This design comes from an exercise in tuning for small area, a short achievable clock period and few clock cycles per item on the open sky130 flow, not from production work.
The RTL was checked by simulation tests, not by an equivalence proof against the original design.

==> run A: inputs <==
## shuffled_combined_lcg_generator
module shuffled_combined_lcg_generator #(
  parameter int unsigned TABLE_SIZE = sclg_pkg::DEF_TABLE_SIZE
) (
  input  logic        clk_i,
  input  logic        rst_ni,
  input  logic        s_axis_tvalid,
  output logic        s_axis_tready,
  input  logic [31:0] s_axis_tdata,    
  input  logic        s_axis_tuser,    
  output logic        m_axis_tvalid,
  input  logic        m_axis_tready,
  output logic [31:0] m_axis_tdata     
);
export LEC_CHECK = 0
export CAP_MARGIN = 20
export CORE_MARGIN = 2
export CORE_UTILIZATION = 55
export SETUP_SLACK_MARGIN = 5
export SLEW_MARGIN = 20
create_clock -name core_clock -period 12.0 [get_ports {clk_i}]
standard.sh (not shown) runs the stock make flow with config.mk's settings and CLKGATE_MAP_FILE= SYNTH_SCRIPT=/design/flow/synth_recipe.tcl, a recipe that flattens the netlist after the stock synthesis.
==> flow/flow/run.sh <==
#!/bin/bash
# Own flow: the standard layout (standard synthesis unchanged), with the
# resizer allowed to change a cell's footprint when it repairs timing, and
# a setup margin so that it keeps repairing below the clock period.
# make's full output goes to standard.log; ORFS writes each step's log
# under orfs/logs/.
set -euo pipefail
bash standard.sh MATCH_CELL_FOOTPRINT=0 SETUP_SLACK_MARGIN=6.5 finish > standard.log 2>&1
==> inputs of run K, as changes to run A <==
--- a/flow/design.v
+++ b/flow/design.v
@@ -1192,154 +1192,96 @@
   localparam int unsigned CW = $clog2(TABLE_SIZE + 9);
   logic              in_v_q;            
   logic              seeded_q;
   logic              seeding_q;
   logic [CW-1:0]     cnt_q;
   logic [LAZY_W-1:0] g1_q, g2_q;        
   logic [VAL_W-1:0]  g2x_q;             
-  logic [TABLE_SIZE-1:0] idx_q;         
+  logic [IW-1:0]     idx_q;
   logic [VAL_W-1:0]  tbl_q [TABLE_SIZE];
   logic              o0_v_q, o1_v_q;
-  logic              rdy_q;             
   logic [VAL_W-1:0]  o0_q, o1_q;
   logic [LAZY_W-1:0] g1_step, g2_step;
   logic [VAL_W-1:0]  g1x, g2x, rd, res, seed_sat;
-  logic [VAL_W-1:0]  d0, d1, p0, p1;
-  logic              gt;
-  logic [TABLE_SIZE-1:0] res_idx, seed_idx;
+  logic [IW-1:0]     res_idx, seed_idx;
   logic              in_fire, seed_start, draw_go, out_space, pop;
   logic              g1_adv, g2_adv;
   sclg_step_one u_step_one (.x(g1_q), .y(g1_step));
   sclg_step_two u_step_two (.x(g2_q), .y(g2_step));
   function automatic logic [VAL_W-1:0] reduce(input logic [LAZY_W-1:0] v,
                                                input logic [7:0] fold);
-    logic [11:0] k0, k1;
     logic [31:0] t, u;
-    k0 = '0;
-    k1 = '0;
-    for (int h = 0; h < 16; h++) begin
-      k0 = k0 | ({12{v[LAZY_W-1:31] == 4'(h)}} & 12'(h * fold));
-      k1 = k1 | ({12{v[LAZY_W-1:31] == 4'(h)}} & 12'((h + 1) * fold));
-    end
-    t = {1'b0, v[30:0]} + 32'(k0);
-    u = {1'b0, v[30:0]} + 32'(k1);
+    t = {1'b0, v[30:0]} + 32'(v[LAZY_W-1:31]) * 32'(fold);
+    u = {1'b0, v[30:0]} + (32'(v[LAZY_W-1:31]) + 32'd1) * 32'(fold);
     reduce = u[31] ? u[30:0] : t[30:0];
   endfunction
   assign g1x = reduce(g1_q, FOLD_ONE);
   assign g2x = reduce(g2_q, FOLD_TWO);
-  function automatic logic [TABLE_SIZE-1:0] tbl_index(input logic [VAL_W-1:0] v);
-    logic [TABLE_SIZE-1:0] dec, up;
-    logic                  ones;
-    ones = &v[25:6];
-    for (int k = 0; k < int'(TABLE_SIZE); k++) begin
-      dec[k] = (v[30:26] == 5'(k));
-      up[k]  = ones && (k != int'(TABLE_SIZE) - 1) && (v[5:1] >= 5'(31 - k));
-    end
-    for (int k = 0; k < int'(TABLE_SIZE); k++) begin
-      tbl_index[k] = (dec[k] && !up[k]) || (k > 0 && dec[(k + TABLE_SIZE - 1) % TABLE_SIZE] && up[(k + TABLE_SIZE - 1) % TABLE_SIZE]);
-    end
-  endfunction
-  function automatic logic [TABLE_SIZE-1:0] sum_index(input logic [VAL_W-1:0] a,
-                                                      input logic [VAL_W-1:0] b,
-                                                      input logic [VAL_W:0]   c);
-    logic [4:0]            t0, t1;
-    logic [19:0]           e0, e1, ah, bh;
-    logic                  ones0, ones1, ones;
-    logic [4:0]            lo;
-    logic [TABLE_SIZE-1:0] up, dec0, dec1, oh0, oh1;
-    t0 = a[30:26] + b[30:26];
-    t1 = t0 + 5'd1;
-    ah = a[25:6];
-    bh = b[25:6];
-    e0 = ~(ah ^ bh);
-    ones0 = (e0[0] == 1'b0);
-    ones1 = (e0[0] == 1'b1);
-    for (int i = 0; i < 19; i++) begin
-      if (e0[i + 1] != ((ah[i] & bh[i]) | (ah[i] & e0[i]) | (bh[i] & e0[i]))) begin
-        ones0 = 1'b0;
-        ones1 = 1'b0;
-      end
-    end
-    ones = c[6] ? ones1 : ones0;
-    lo   = a[5:1] + b[5:1] + {4'd0, c[1]};
-    for (int k = 0; k < int'(TABLE_SIZE); k++) begin
-      up[k]   = ones && (k != int'(TABLE_SIZE) - 1) && (lo >= 5'(31 - k));
-      dec0[k] = (t0 == 5'(k));
-      dec1[k] = (t1 == 5'(k));
-    end
-    for (int k = 0; k < int'(TABLE_SIZE); k++) begin
-      oh0[k] = (dec0[k] && !up[k]) || (k > 0 && dec0[(k + TABLE_SIZE - 1) % TABLE_SIZE] && up[(k + TABLE_SIZE - 1) % TABLE_SIZE]);
-      oh1[k] = (dec1[k] && !up[k]) || (k > 0 && dec1[(k + TABLE_SIZE - 1) % TABLE_SIZE] && up[(k + TABLE_SIZE - 1) % TABLE_SIZE]);
-    end
-    sum_index = c[26] ? oh1 : oh0;
+  function automatic logic [IW-1:0] tbl_index(input logic [VAL_W-1:0] v);
+    logic [4:0] t;
+    logic       inc;
+    logic [5:0] lsum;
+    t    = v[30:26];
+    lsum = {1'b0, v[5:1]} + {1'b0, t};
+    inc  = (&v[25:6]) && (lsum >= 6'd31) && (t != 5'd31);
+    tbl_index = t + {4'd0, inc};
   endfunction
+  assign rd = tbl_q[idx_q];
   always_comb begin
-    rd = '0;
-    for (int r = 0; r < int'(TABLE_SIZE); r++) begin
-      rd = rd | (tbl_q[r] & {VAL_W{idx_q[r]}});
-    end
+    logic [VAL_W-1:0] d0, d1;
+    d0  = rd - g2x_q;
+    d1  = rd - g2x_q + WRAP_SPAN;
+    res = (rd <= g2x_q) ? d1 : d0;
   end
-  assign p0 = ~g2x_q;
-  assign p1 = WRAP_SPAN - g2x_q;
-  logic [VAL_W:0] c0, c1, cg;
-  logic [VAL_W-1:0] sg;
-  sclg_add #(.W(VAL_W)) u_add0 (.a(rd), .b(p0), .ci(1'b1), .s(d0), .c(c0));
-  sclg_add #(.W(VAL_W)) u_add1 (.a(rd), .b(p1), .ci(1'b0), .s(d1), .c(c1));
-  sclg_add #(.W(VAL_W)) u_addg (.a(rd), .b(p0), .ci(1'b0), .s(sg), .c(cg));
-  assign gt  = cg[VAL_W];           
-  assign res = gt ? d0 : d1;
-  assign res_idx = gt ? sum_index(rd, p0, c0) : sum_index(rd, p1, c1);
+  assign res_idx  = tbl_index(res);
   assign seed_idx = tbl_index(g1x);
   always_comb begin
     if (s_axis_tdata[VAL_W-1:0] == '0 || !s_axis_tuser) begin
       seed_sat = VAL_W'(1);
     end else if (s_axis_tdata[VAL_W-1:0] > WRAP_SPAN) begin
       seed_sat = WRAP_SPAN;
     end else begin
       seed_sat = s_axis_tdata[VAL_W-1:0];
     end
   end
   assign out_space     = !(o0_v_q && o1_v_q);
   assign draw_go       = in_v_q && !seeding_q && out_space;
-  assign s_axis_tready = rdy_q;         
-  assign in_fire       = s_axis_tvalid && rdy_q;
+  assign s_axis_tready = !in_v_q || draw_go;
+  assign in_fire       = s_axis_tvalid && s_axis_tready;
   assign seed_start    = in_fire && (s_axis_tuser || !seeded_q);
   assign pop           = o0_v_q && m_axis_tready;
   assign g1_adv        = draw_go || seeding_q;
   assign g2_adv        = draw_go || (seeding_q && cnt_q >= CW'(TABLE_SIZE + 7));
-  logic in_v_d, seeding_d, o0_v_d, o1_v_d;
-  always_comb begin
-    in_v_d    = in_fire || (in_v_q && !draw_go);
-    seeding_d = seed_start || (seeding_q && cnt_q != '0);
-    o0_v_d    = o0_v_q;
-    o1_v_d    = o1_v_q;
-    if (o1_v_q) begin
-      if (pop) o1_v_d = 1'b0;
-    end else if (o0_v_q) begin
-      if (draw_go && !pop) o1_v_d = 1'b1;
-      if (pop && !draw_go) o0_v_d = 1'b0;
-    end else begin
-      if (draw_go) o0_v_d = 1'b1;
-    end
-  end
   always_ff @(posedge clk_i or negedge rst_ni) begin
     if (!rst_ni) begin
       in_v_q    <= 1'b0;
       seeded_q  <= 1'b0;
       seeding_q <= 1'b0;
       o0_v_q    <= 1'b0;
       o1_v_q    <= 1'b0;
-      rdy_q     <= 1'b1;
     end else begin
-      in_v_q    <= in_v_d;
-      seeding_q <= seeding_d;
-      o0_v_q    <= o0_v_d;
-      o1_v_q    <= o1_v_d;
-      rdy_q     <= !in_v_d || (!seeding_d && !(o0_v_d && o1_v_d));
-      if (seed_start) seeded_q <= 1'b1;
+      if (in_fire) begin
+        in_v_q <= 1'b1;
+      end else if (draw_go) begin
+        in_v_q <= 1'b0;
+      end
+      if (seed_start) begin
+        seeded_q  <= 1'b1;
+        seeding_q <= 1'b1;
+      end else if (seeding_q && cnt_q == '0) begin
+        seeding_q <= 1'b0;
+      end
+      if (o1_v_q) begin
+        if (pop) o1_v_q <= 1'b0;
+      end else if (o0_v_q) begin
+        if (draw_go && !pop) o1_v_q <= 1'b1;
+        if (pop && !draw_go) o0_v_q <= 1'b0;
+      end else begin
+        if (draw_go) o0_v_q <= 1'b1;
+      end
     end
   end
   always_ff @(posedge clk_i) begin
     if (seed_start) begin
       g1_q  <= LAZY_W'(seed_sat);
       g2_q  <= LAZY_W'(seed_sat);
       cnt_q <= CW'(TABLE_SIZE + 8);
@@ -1353,15 +1295,15 @@
         if (cnt_q == '0) idx_q <= seed_idx;
         else cnt_q <= cnt_q - CW'(1);
       end else if (draw_go) begin
         idx_q <= res_idx;
       end
     end
     for (int r = 0; r < int'(TABLE_SIZE); r++) begin
-      if ((draw_go && idx_q[r]) ||
+      if ((draw_go && idx_q == IW'(r)) ||
           (seeding_q && cnt_q == CW'(r))) begin
         tbl_q[r] <= g1x;
       end
     end
     if (o1_v_q) begin
       if (pop) o0_q <= o1_q;
     end else if (o0_v_q) begin
@@ -1370,37 +1312,7 @@
     end else begin
       o0_q <= res;
     end
   end
   assign m_axis_tvalid = o0_v_q;
   assign m_axis_tdata  = {1'b0, o0_q};
 endmodule
-module sclg_add #(
-  parameter int unsigned W = 31
-) (
-  input  logic [W-1:0] a,
-  input  logic [W-1:0] b,
-  input  logic         ci,
-  output logic [W-1:0] s,
-  output logic [W:0]   c
-);
-  localparam int unsigned LV = $clog2(W + 1);
-  logic [W:0] g [LV+1];
-  logic [W:0] p [LV+1];
-  always_comb begin
-    g[0] = {a & b, ci};
-    p[0] = {a ^ b, 1'b0};
-    for (int l = 0; l < int'(LV); l++) begin
-      for (int i = 0; i <= int'(W); i++) begin
-        if (i >= (1 << l)) begin
-          g[l + 1][i] = g[l][i] | (p[l][i] & g[l][i - (1 << l)]);
-          p[l + 1][i] = p[l][i] & p[l][i - (1 << l)];
-        end else begin
-          g[l + 1][i] = g[l][i];
-          p[l + 1][i] = p[l][i];
-        end
-      end
-    end
-    c = g[LV];
-    s = a ^ b ^ c[W-1:0];
-  end
-endmodule
==> flow/run.sh (new file) <==
#!/bin/bash
# synth_recipe.tcl (not shown) runs the flow's synth.tcl, then flattens the netlist and writes it again
# the make line also repeats each setting of config.mk as NAME=value (left out here)
make -C /OpenROAD-flow-scripts/flow DESIGN_CONFIG=/design/flow/config.mk WORK_HOME=/design/flow/orfs CLKGATE_MAP_FILE= SYNTH_SCRIPT=/design/flow/synth_recipe.tcl finish
==> flow/config.mk (replaced) <==
export PLATFORM = sky130hd
export DESIGN_NAME = shuffled_combined_lcg_generator
export DESIGN_NICKNAME = shuffled_combined_lcg_generator
export VERILOG_FILES = /design/flow/design.v
export SDC_FILE = /design/flow/constraint.sdc
export NUM_CORES = 4
export LEC_CHECK = 0
export CAP_MARGIN = 20
export CORE_MARGIN = 2
export CORE_UTILIZATION = 40
export SETUP_SLACK_MARGIN = 5
export SLEW_MARGIN = 20
removed: flow/flow/run.sh
removed: flow/standard.sh
==> inputs of run E, as changes to run A <==
--- a/flow/design.v
+++ b/flow/design.v
@@ -1194,23 +1194,22 @@
   logic              seeded_q;
   logic              seeding_q;
   logic [CW-1:0]     cnt_q;
   logic [LAZY_W-1:0] g1_q, g2_q;        
   logic [VAL_W-1:0]  g2x_q;             
   logic [TABLE_SIZE-1:0] idx_q;         
   logic [VAL_W-1:0]  tbl_q [TABLE_SIZE];
-  logic              o0_v_q, o1_v_q;
-  logic              rdy_q;             
-  logic [VAL_W-1:0]  o0_q, o1_q;
+  logic              o_v_q;
+  logic [VAL_W-1:0]  o_q;
   logic [LAZY_W-1:0] g1_step, g2_step;
   logic [VAL_W-1:0]  g1x, g2x, rd, res, seed_sat;
   logic [VAL_W-1:0]  d0, d1, p0, p1;
   logic              gt;
   logic [TABLE_SIZE-1:0] res_idx, seed_idx;
-  logic              in_fire, seed_start, draw_go, out_space, pop;
+  logic              in_fire, seed_start, draw_go, out_space;
   logic              g1_adv, g2_adv;
   sclg_step_one u_step_one (.x(g1_q), .y(g1_step));
   sclg_step_two u_step_two (.x(g2_q), .y(g2_step));
   function automatic logic [VAL_W-1:0] reduce(input logic [LAZY_W-1:0] v,
                                                input logic [7:0] fold);
     logic [11:0] k0, k1;
     logic [31:0] t, u;
@@ -1276,69 +1275,47 @@
     rd = '0;
     for (int r = 0; r < int'(TABLE_SIZE); r++) begin
       rd = rd | (tbl_q[r] & {VAL_W{idx_q[r]}});
     end
   end
   assign p0 = ~g2x_q;
   assign p1 = WRAP_SPAN - g2x_q;
-  logic [VAL_W:0] c0, c1, cg;
-  logic [VAL_W-1:0] sg;
+  logic [VAL_W:0] c0, c1;
   sclg_add #(.W(VAL_W)) u_add0 (.a(rd), .b(p0), .ci(1'b1), .s(d0), .c(c0));
   sclg_add #(.W(VAL_W)) u_add1 (.a(rd), .b(p1), .ci(1'b0), .s(d1), .c(c1));
-  sclg_add #(.W(VAL_W)) u_addg (.a(rd), .b(p0), .ci(1'b0), .s(sg), .c(cg));
-  assign gt  = cg[VAL_W];           
+  assign gt  = c0[VAL_W] && (rd != g2x_q);   
   assign res = gt ? d0 : d1;
   assign res_idx = gt ? sum_index(rd, p0, c0) : sum_index(rd, p1, c1);
   assign seed_idx = tbl_index(g1x);
   always_comb begin
     if (s_axis_tdata[VAL_W-1:0] == '0 || !s_axis_tuser) begin
       seed_sat = VAL_W'(1);
     end else if (s_axis_tdata[VAL_W-1:0] > WRAP_SPAN) begin
       seed_sat = WRAP_SPAN;
     end else begin
       seed_sat = s_axis_tdata[VAL_W-1:0];
     end
   end
-  assign out_space     = !(o0_v_q && o1_v_q);
+  assign out_space     = !o_v_q || m_axis_tready;
   assign draw_go       = in_v_q && !seeding_q && out_space;
-  assign s_axis_tready = rdy_q;         
-  assign in_fire       = s_axis_tvalid && rdy_q;
+  assign s_axis_tready = !in_v_q || draw_go;
+  assign in_fire       = s_axis_tvalid && s_axis_tready;
   assign seed_start    = in_fire && (s_axis_tuser || !seeded_q);
-  assign pop           = o0_v_q && m_axis_tready;
   assign g1_adv        = draw_go || seeding_q;
   assign g2_adv        = draw_go || (seeding_q && cnt_q >= CW'(TABLE_SIZE + 7));
-  logic in_v_d, seeding_d, o0_v_d, o1_v_d;
-  always_comb begin
-    in_v_d    = in_fire || (in_v_q && !draw_go);
-    seeding_d = seed_start || (seeding_q && cnt_q != '0);
-    o0_v_d    = o0_v_q;
-    o1_v_d    = o1_v_q;
-    if (o1_v_q) begin
-      if (pop) o1_v_d = 1'b0;
-    end else if (o0_v_q) begin
-      if (draw_go && !pop) o1_v_d = 1'b1;
-      if (pop && !draw_go) o0_v_d = 1'b0;
-    end else begin
-      if (draw_go) o0_v_d = 1'b1;
-    end
-  end
   always_ff @(posedge clk_i or negedge rst_ni) begin
     if (!rst_ni) begin
       in_v_q    <= 1'b0;
       seeded_q  <= 1'b0;
       seeding_q <= 1'b0;
-      o0_v_q    <= 1'b0;
-      o1_v_q    <= 1'b0;
-      rdy_q     <= 1'b1;
+      o_v_q     <= 1'b0;
     end else begin
-      in_v_q    <= in_v_d;
-      seeding_q <= seeding_d;
-      o0_v_q    <= o0_v_d;
-      o1_v_q    <= o1_v_d;
-      rdy_q     <= !in_v_d || (!seeding_d && !(o0_v_d && o1_v_d));
+      in_v_q    <= in_fire || (in_v_q && !draw_go);
+      seeding_q <= seed_start || (seeding_q && cnt_q != '0);
+      o_v_q     <= draw_go || (o_v_q && !m_axis_tready);
       if (seed_start) seeded_q <= 1'b1;
     end
   end
   always_ff @(posedge clk_i) begin
     if (seed_start) begin
       g1_q  <= LAZY_W'(seed_sat);
       g2_q  <= LAZY_W'(seed_sat);
@@ -1358,25 +1335,18 @@
     end
     for (int r = 0; r < int'(TABLE_SIZE); r++) begin
       if ((draw_go && idx_q[r]) ||
           (seeding_q && cnt_q == CW'(r))) begin
         tbl_q[r] <= g1x;
       end
     end
-    if (o1_v_q) begin
-      if (pop) o0_q <= o1_q;
-    end else if (o0_v_q) begin
-      if (pop) o0_q <= res;
-      else     o1_q <= res;
-    end else begin
-      o0_q <= res;
-    end
+    if (draw_go) o_q <= res;
   end
-  assign m_axis_tvalid = o0_v_q;
-  assign m_axis_tdata  = {1'b0, o0_q};
+  assign m_axis_tvalid = o_v_q;
+  assign m_axis_tdata  = {1'b0, o_q};
 endmodule
 module sclg_add #(
   parameter int unsigned W = 31
 ) (
   input  logic [W-1:0] a,
   input  logic [W-1:0] b,
   input  logic         ci,
==> flow/run.sh (new file) <==
#!/bin/bash
# synth_recipe.tcl (not shown) runs the flow's synth.tcl, then flattens the netlist and writes it again
# the make line also repeats each setting of config.mk as NAME=value (left out here)
make -C /OpenROAD-flow-scripts/flow DESIGN_CONFIG=/design/flow/config.mk WORK_HOME=/design/flow/orfs CLKGATE_MAP_FILE= SYNTH_SCRIPT=/design/flow/synth_recipe.tcl finish
removed: flow/flow/run.sh
removed: flow/standard.sh
==> summary of the runs <==
- Run K passed the timing, DRC and antenna checks. Run E went through all stages and came out clean. Run A produced a clean layout.
- Synthesized cell count: run K < run E < run A.
- In run E the hold slack is higher than in run K, by 0.0022 ns.
- In run E the clock skew is higher than in run K, by 0.021 ns.
- Of run A and run K, run K has the higher die area (gap about 20%, measured against run K).
- Maximum frequency: run A > run E > run K.
- Synthesized area: run A > run E > run K.
- Between run E and run K, the lower final area is in run E (gap about 1%, measured against run K).
- Cell count: run A > run K > run E.
- Core utilization, highest first: run A, run E, run K.
Testbench counts of run A, summed over its fixed seeds: cycles 12,363, items 9,600.
Testbench counts of run K, summed over its fixed seeds: cycles 12,363, items 9,600.
Testbench counts of run E, summed over its fixed seeds: cycles 12,363, items 9,600.

==> re-timing with driven ports <==
No port has a modelled driver above. Below, the same layouts with a new extraction and two added sets of constraints. Step 1 sets driving cells, clkbuf_16 on the clock port and buf_2 on the other inputs (assumed; they add their load-dependent delay and slew). Step 2 also shifts input and output timing later by t, the mid clock arrival at the registers, as if the neighbouring blocks saw the same clock. Slacks: ideal ports / drivers / drivers and shift; pairs: ideal ports / drivers.
| run | t (ns) | slack for setup (ns) | worst setup path after step 2 | worst data-port slew with drivers (ns) |
|---|---|---|---|---|
| run A | 0.835 | 5.439 / 5.439 / 5.439 | register to register | 0.04 |
| run K | 0.834 | 3.028 / 3.028 / 3.028 | register to register | 0.15 |
| run E | 0.827 | 5.158 / 5.126 / 5.126 | input to output | 0.04 |
After both steps every run listed still meets setup and hold. The setup slack of run E, which loses most, moves by -0.032 ns with the drivers and by -0.032 ns with both steps.
